This is an optimization exercise on Yosys and OpenROAD, whose aim is small area, a short achievable clock period and few clock cycles, not a production implementation. Only simulation tests tie the RTL to the original design; equivalence was not proved. Power is estimated from default activity; no workload was simulated. The clock port is modelled as an ideal driver; clocking choices that lean on that would not hold on a real chip.

Setup of lane 1:
==> flow/design.v <==
`default_nettype none
package strm_pkg;
  typedef logic [128-1:0] data_t;
  typedef logic [32-1:0] addr_t;
  typedef logic [32-1:0]  len_t;
  typedef logic [8-1:0]  tag_t;
  typedef logic [$clog2(256):0]                  req_len_t;   
  typedef logic [32-$clog2(16)-1:0]     beat_cnt_t;  
  typedef logic [$clog2(16)-1:0]                chunk_cnt_t;  
  typedef enum logic [2:0] {
    IDLE,
    REQ_A,
    WAIT_A_ACK,
    REQ_B,
    WAIT_B_ACK,
    WAIT_DONE,
    DRAIN
  } seq_state_t;
endpackage
`default_nettype wire
`timescale 1ns/100ps
`default_nettype none
module sys_user_stream_top
(
  input  logic     clk_i,
  input  logic     rst_n,
  input  logic     strm_en_i,
  input  strm_pkg::addr_t    dma_src_addr_i,
  input  strm_pkg::len_t     dma_len_i,
  output logic     dma_done_o,
  input  logic     dma_done_ack_i,
  output logic     dma_rd_req_o,
  output strm_pkg::addr_t    dma_rd_req_addr_o,
  output strm_pkg::req_len_t dma_rd_req_len_o,
  output strm_pkg::tag_t     dma_tag_o,
  input  logic     dma_req_ack_i,
  input  logic     dma_data_valid_i,
  input  strm_pkg::tag_t     dma_tag_i,
  input  strm_pkg::data_t    dma_data_i,
  output logic     stream_valid_o,
  input  logic     stream_ready_i,
  output strm_pkg::data_t    stream_data_o
);
  localparam int NS = 16;         
  localparam logic [NS-1:0] INJ = 16'hC101;     
  logic          act;         
  logic          pend;        
  logic [12:0]   full_left;   
  logic          fl_nz;       
  logic          fl_one;      
  logic [3:0]    tail;        
  logic          tagb;        
  logic [4:0]    len_b;       
  logic [4:0]    out;         
  logic          out0;        
  logic          out1;        
  logic [NS-1:0] th;
  logic [NS-1:0] th_n;
  logic [2:0]    tf;          
  logic [2:0]    tf_n;
  strm_pkg::data_t stg [NS];
  logic [NS-1:0] v;           
  logic [NS-1:0] full_up;     
  logic [NS-1:0] low_empty;   
  logic [NS-1:0] le_n;
  logic          start;
  logic          acc;
  logic          hit;
  logic          take;
  logic [4:0]    nlen;
  logic          fl_nz_n;
  logic          present;
  logic          out_free;
  logic          arm;
  assign start    = strm_en_i && !act && !dma_done_o;
  assign acc      = dma_rd_req_o && dma_req_ack_i;
  assign hit      = dma_data_valid_i && (dma_tag_i[7:2] == '0) && (dma_tag_i[1] != dma_tag_i[0]);
  assign take     = stream_valid_o && stream_ready_i;
  assign out_free = out0 || (out1 && hit);
  assign nlen     = fl_nz ? 5'd16 : {1'b0, tail};
  assign fl_nz_n  = fl_nz && !fl_one;               
  assign dma_rd_req_len_o = {len_b, 4'b0};
  assign dma_tag_o        = {6'b0, tagb, !tagb};
  assign stream_valid_o   = v[NS-1];
  assign stream_data_o    = stg[NS-1];
  function automatic logic [NS-1:0] adv_of(input logic [NS-1:0] vv, input logic [NS-1:0] fu,
                                           input logic r);
    logic [NS-1:0] a;
    for (int i = 0; i < NS-1; i++)
      a[i] = vv[i] && !(fu[i+1] && !r);
    a[NS-1] = vv[NS-1] && r;
    adv_of = a;
  endfunction
  function automatic logic [NS-1:0] sel_of(input logic [NS-1:0] vv, input logic [NS-1:0] le,
                                           input logic [NS-1:0] a);
    logic [NS-1:0] s;
    s = '0;
    for (int i = 0; i < NS; i++)
      if (INJ[i] && le[i] && (!vv[i] || a[i]))
        s = NS'(1) << i;
    sel_of = s;
  endfunction
  function automatic logic [2*NS-1:0] pipe_of(input logic [NS-1:0] vv, input logic [NS-1:0] fu,
                                              input logic [NS-1:0] le, input logic h,
                                              input logic r);
    logic [NS-1:0] a;
    logic [NS-1:0] s;
    logic [NS-1:0] vn;
    logic [NS-1:0] fn;
    a = adv_of(vv, fu, r);
    s = sel_of(vv, le, a);
    for (int i = 0; i < NS; i++)
      vn[i] = (fu[i] && !r) || (h && s[i]) || (i > 0 && a[i > 0 ? i-1 : 0]);
    fn[NS-1] = vn[NS-1];
    for (int i = NS-2; i >= 0; i--)
      fn[i] = vn[i] && fn[i+1];
    pipe_of = {fn, vn};
  endfunction
  logic [NS-1:0] adv0, adv1, sel0, sel1, en;
  logic [2*NS-1:0] pn00, pn01, pn10, pn11, pn;
  always_comb
  begin
    adv0 = adv_of(v, full_up, 1'b0);
    adv1 = adv_of(v, full_up, 1'b1);
    sel0 = sel_of(v, low_empty, adv0);
    sel1 = sel_of(v, low_empty, adv1);
    for (int i = 0; i < NS; i++)
      if (stream_ready_i)
        en[i] = sel1[i] || (i > 0 && adv1[i > 0 ? i-1 : 0]);
      else
        en[i] = sel0[i] || (i > 0 && adv0[i > 0 ? i-1 : 0]);
    pn00 = pipe_of(v, full_up, low_empty, 1'b0, 1'b0);
    pn01 = pipe_of(v, full_up, low_empty, 1'b0, 1'b1);
    pn10 = pipe_of(v, full_up, low_empty, 1'b1, 1'b0);
    pn11 = pipe_of(v, full_up, low_empty, 1'b1, 1'b1);
    case ({hit, stream_ready_i})
      2'b00:   pn = pn00;
      2'b01:   pn = pn01;
      2'b10:   pn = pn10;
      default: pn = pn11;
    endcase
  end
  always_ff @(posedge clk_i)
  begin
    for (int i = 0; i < NS; i++)
      if (en[i])
        stg[i] <= (i == 0 || (INJ[i] && low_empty[i])) ? dma_data_i : stg[i > 0 ? i-1 : 0];
  end
  always_comb
  begin
    le_n[0] = 1'b1;
    for (int i = 1; i < NS; i++)
      le_n[i] = le_n[i-1] && !pn[i-1];
  end
  always_ff @(posedge clk_i)
  begin
    if (!rst_n)
    begin
      v         <= '0;
      full_up   <= '0;
      low_empty <= '1;
    end
    else
    begin
      v         <= pn[NS-1:0];
      full_up   <= pn[2*NS-1:NS];
      low_empty <= le_n;
    end
  end
  assign arm = pend && !dma_rd_req_o;
  always_comb
  begin
    if (fl_nz)
      present = arm && out0 && !hit && (!th[0] || (take && !th[1]));
    else
      case ({hit, take})
        2'b10:   present = arm && (out0 || out1) && tf[2];
        2'b01:   present = arm && out0 && tf[0];
        2'b11:   present = arm && (out0 || out1) && tf[1];
        default: present = arm && out0 && tf[1];
      endcase
  end
  always_ff @(posedge clk_i)
  begin
    if (!rst_n)
    begin
      act          <= 1'b0;
      pend         <= 1'b0;
      dma_done_o   <= 1'b0;
      dma_rd_req_o <= 1'b0;
      out          <= '0;
      out0         <= 1'b1;
      out1         <= 1'b0;
    end
    else
    begin
      if (!dma_rd_req_o)
        len_b <= nlen;
      dma_rd_req_o <= present || (dma_rd_req_o && !acc);
      if (start)
      begin
        dma_rd_req_addr_o <= dma_src_addr_i;
        act               <= (dma_len_i[20:4] != '0);
        pend              <= (dma_len_i[20:4] != '0);
        dma_done_o        <= (dma_len_i[20:4] == '0);   
        tagb              <= 1'b0;                      
        full_left         <= dma_len_i[20:8];
        fl_nz             <= (dma_len_i[20:8] != '0);
        fl_one            <= (dma_len_i[20:8] == 13'd1);
        tail              <= dma_len_i[7:4];
      end
      else if (acc)
      begin
        dma_rd_req_addr_o[31:8] <= dma_rd_req_addr_o[31:8] + 24'd1;
        tagb <= !tagb;
        if (fl_nz)
        begin
          full_left <= full_left - 13'd1;
          fl_nz     <= fl_nz_n;
          fl_one    <= (full_left == 13'd2);
          pend      <= fl_nz_n || (tail != '0);
        end
        else
          pend      <= 1'b0;
      end
      if (acc)
      begin
        out  <= len_b;
        out0 <= 1'b0;
        out1 <= (len_b == 5'd1);
      end
      else if (hit)
      begin
        out  <= out - 5'd1;
        out0 <= out1;
        out1 <= (out == 5'd2);
      end
      if (act && !pend && !dma_rd_req_o && out_free)
      begin
        act        <= 1'b0;
        dma_done_o <= 1'b1;
      end
      if (dma_done_o && !strm_en_i && dma_done_ack_i)
        dma_done_o <= 1'b0;
    end
  end
  function automatic logic [NS-1:0] th_move(input logic [NS-1:0] t, input logic up,
                                            input logic down);
    logic [NS-1:0] r;
    if (up && !down)
      r = {t[NS-2:0], 1'b1};
    else if (down && !up)
      r = {1'b0, t[NS-1:1]};
    else
      r = t;
    th_move = r;
  endfunction
  function automatic logic fits(input logic [NS-1:0] t, input logic [3:0] tl, input int d);
    logic f;
    f = 1'b0;
    for (int tv = 0; tv < 16; tv++)
      if (tl == 4'(tv))
      begin
        if (16 - tv - d >= NS)
          f = 1'b1;
        else if (16 - tv - d < 0)
          f = 1'b0;
        else
          f = !t[16 - tv - d];
      end
    fits = f;
  endfunction
  logic [NS-1:0] th00, th01, th10;
  logic [2:0]    tf00, tf01, tf10;
  always_comb
  begin
    th00 = th;
    th01 = th_move(th, 1'b0, 1'b1);
    th10 = th_move(th, 1'b1, 1'b0);
    for (int k = 0; k < 3; k++)
    begin
      tf00[k] = start ? fits(th00, dma_len_i[7:4], k - 1) : fits(th00, tail, k - 1);
      tf01[k] = start ? fits(th01, dma_len_i[7:4], k - 1) : fits(th01, tail, k - 1);
      tf10[k] = start ? fits(th10, dma_len_i[7:4], k - 1) : fits(th10, tail, k - 1);
    end
    case ({hit, take})
      2'b01:
      begin
        th_n = th01;
        tf_n = tf01;
      end
      2'b10:
      begin
        th_n = th10;
        tf_n = tf10;
      end
      default:
      begin
        th_n = th00;
        tf_n = tf00;
      end
    endcase
  end
  always_ff @(posedge clk_i)
  begin
    if (!rst_n)
    begin
      th <= '0;
      tf <= '0;
    end
    else
    begin
      th <= th_n;
      tf <= tf_n;
    end
  end
endmodule
`default_nettype wire
export LEC_CHECK = 0
export CAP_MARGIN = 20
export CORE_MARGIN = 2
export CORE_UTILIZATION = 55
export SETUP_SLACK_MARGIN = 3.0
export SLEW_MARGIN = 20
export TNS_END_PERCENT = 5
create_clock -name core_clock -period 5.5 [get_ports {clk_i}]
standard.sh (not shown) runs the stock make flow with config.mk's settings and CLKGATE_MAP_FILE= SYNTH_SCRIPT=/design/flow/synth_recipe.tcl, a recipe that flattens the netlist after the stock synthesis.
==> flow/flow/run.sh <==
#!/bin/bash
# Layout flow: the standard ORFS flow (standard.sh), with
#  - port buffers made of buf_2 cells instead of the slow delay-buffer cell
#    buffer_ports picks by default (every port still gets its buffer);
#  - clock tree synthesis without dummy loads and with larger sink clusters.
# Each step's full log is in orfs/logs/; make's own output goes to flow_make.log.
set -euo pipefail
export BUFFER_PORTS_ARGS="-buffer_cell sky130_fd_sc_hd__buf_2"
export CTS_ARGS="-sink_clustering_enable -repair_clock_nets -dont_use_dummy_load -sink_clustering_size 30 -sink_clustering_max_diameter 100"
bash standard.sh finish > flow_make.log 2>&1
Testbench counts of lane 1, summed over its fixed seeds: cycles 32,940.
Input changes introduced in lane 2 (baseline for comparison: lane 1):
--- a/flow/design.v
+++ b/flow/design.v
@@ -44,6 +44,7 @@
   localparam int NS = 16;         
   localparam logic [NS-1:0] INJ = 16'hC101;     
   logic          act;         
+  logic          idle;        
   logic          pend;        
   logic [12:0]   full_left;   
   logic          fl_nz;       
@@ -72,7 +73,7 @@
   logic          present;
   logic          out_free;
   logic          arm;
-  assign start    = strm_en_i && !act && !dma_done_o;
+  assign start    = strm_en_i && idle;
   assign acc      = dma_rd_req_o && dma_req_ack_i;
   assign hit      = dma_data_valid_i && (dma_tag_i[7:2] == '0) && (dma_tag_i[1] != dma_tag_i[0]);
   assign take     = stream_valid_o && stream_ready_i;
@@ -185,6 +186,7 @@
     if (!rst_n)
     begin
       act          <= 1'b0;
+      idle         <= 1'b1;
       pend         <= 1'b0;
       dma_done_o   <= 1'b0;
       dma_rd_req_o <= 1'b0;
@@ -201,6 +203,7 @@
       begin
         dma_rd_req_addr_o <= dma_src_addr_i;
         act               <= (dma_len_i[20:4] != '0);
+        idle              <= 1'b0;
         pend              <= (dma_len_i[20:4] != '0);
         dma_done_o        <= (dma_len_i[20:4] == '0);   
         tagb              <= 1'b0;                      
@@ -241,7 +244,10 @@
         dma_done_o <= 1'b1;
       end
       if (dma_done_o && !strm_en_i && dma_done_ack_i)
+      begin
         dma_done_o <= 1'b0;
+        idle       <= 1'b1;
+      end
     end
   end
   function automatic logic [NS-1:0] th_move(input logic [NS-1:0] t, input logic up,
@@ -271,7 +277,9 @@
     fits = f;
   endfunction
   logic [NS-1:0] th00, th01, th10;
+  logic [3:0]    tail_n;
   logic [2:0]    tf00, tf01, tf10;
+  assign tail_n = start ? dma_len_i[7:4] : tail;
   always_comb
   begin
     th00 = th;
@@ -279,9 +287,9 @@
     th10 = th_move(th, 1'b1, 1'b0);
     for (int k = 0; k < 3; k++)
     begin
-      tf00[k] = start ? fits(th00, dma_len_i[7:4], k - 1) : fits(th00, tail, k - 1);
-      tf01[k] = start ? fits(th01, dma_len_i[7:4], k - 1) : fits(th01, tail, k - 1);
-      tf10[k] = start ? fits(th10, dma_len_i[7:4], k - 1) : fits(th10, tail, k - 1);
+      tf00[k] = fits(th00, tail_n, k - 1);
+      tf01[k] = fits(th01, tail_n, k - 1);
+      tf10[k] = fits(th10, tail_n, k - 1);
     end
     case ({hit, take})
       2'b01:
Results
Lane 2 vs lane 1, end point of the critical path: stg[0][102]$_DFFE_PP_ vs tf[2]$_SDFF_PN0_
Number of clock-tree buffers in the layout: lane 2 lower than lane 1
Unique cell type count in the Yosys netlist | lane 2 above lane 1
Per the comparison of lane 2 with lane 1, global-route usage increased by 0.38 points relative to the old numbers, number of placed instances with taps included dropped 101, clock power now sits at about the same level.
Going from lane 1 to lane 2, count of placed standard cells in the final layout, fillers left out lost about 1.5%; wire length now sits higher.
Lane 2 vs. lane 1: sequential-to-total area share from yosys stat went up by 0.60 points.
Testbench counts of lane 2, summed over its fixed seeds: cycles 32,940.

separate check: timing with driven ports:
How much do the figures lean on ideal ports? The routed layouts below were timed once more, with nothing changed but the port constraints.
Step 1 sets driving cells, clkbuf_16 on the clock port and buf_2 on the other inputs (assumed; they add their load-dependent delay and slew).
Step 2, shift: input delay + t, output delay - t, t = (earliest + latest rising clock arrival at the registers) / 2. This alone moves slack from input paths to output paths.
a / b / c = no drivers / after step 1 / after step 2; a / b = the first two.
run	t, ns	setup slack, ns	hold WS [ns]	worst setup path at the end	slew at the worst register clock pin (ns)
lane 1	0.750	2.732 / 2.776 / 2.026	0.358 / 0.358 / 0.358	input to register	0.12 / 0.12
lane 2	0.758	2.902 / 2.881 / 2.144	0.373 / 0.373 / 0.373	input to register	0.12 / 0.12
After both steps every run listed still meets setup and hold. The setup slack of lane 2, which loses most, moves by -0.021 ns with the drivers and by -0.758 ns with both steps.
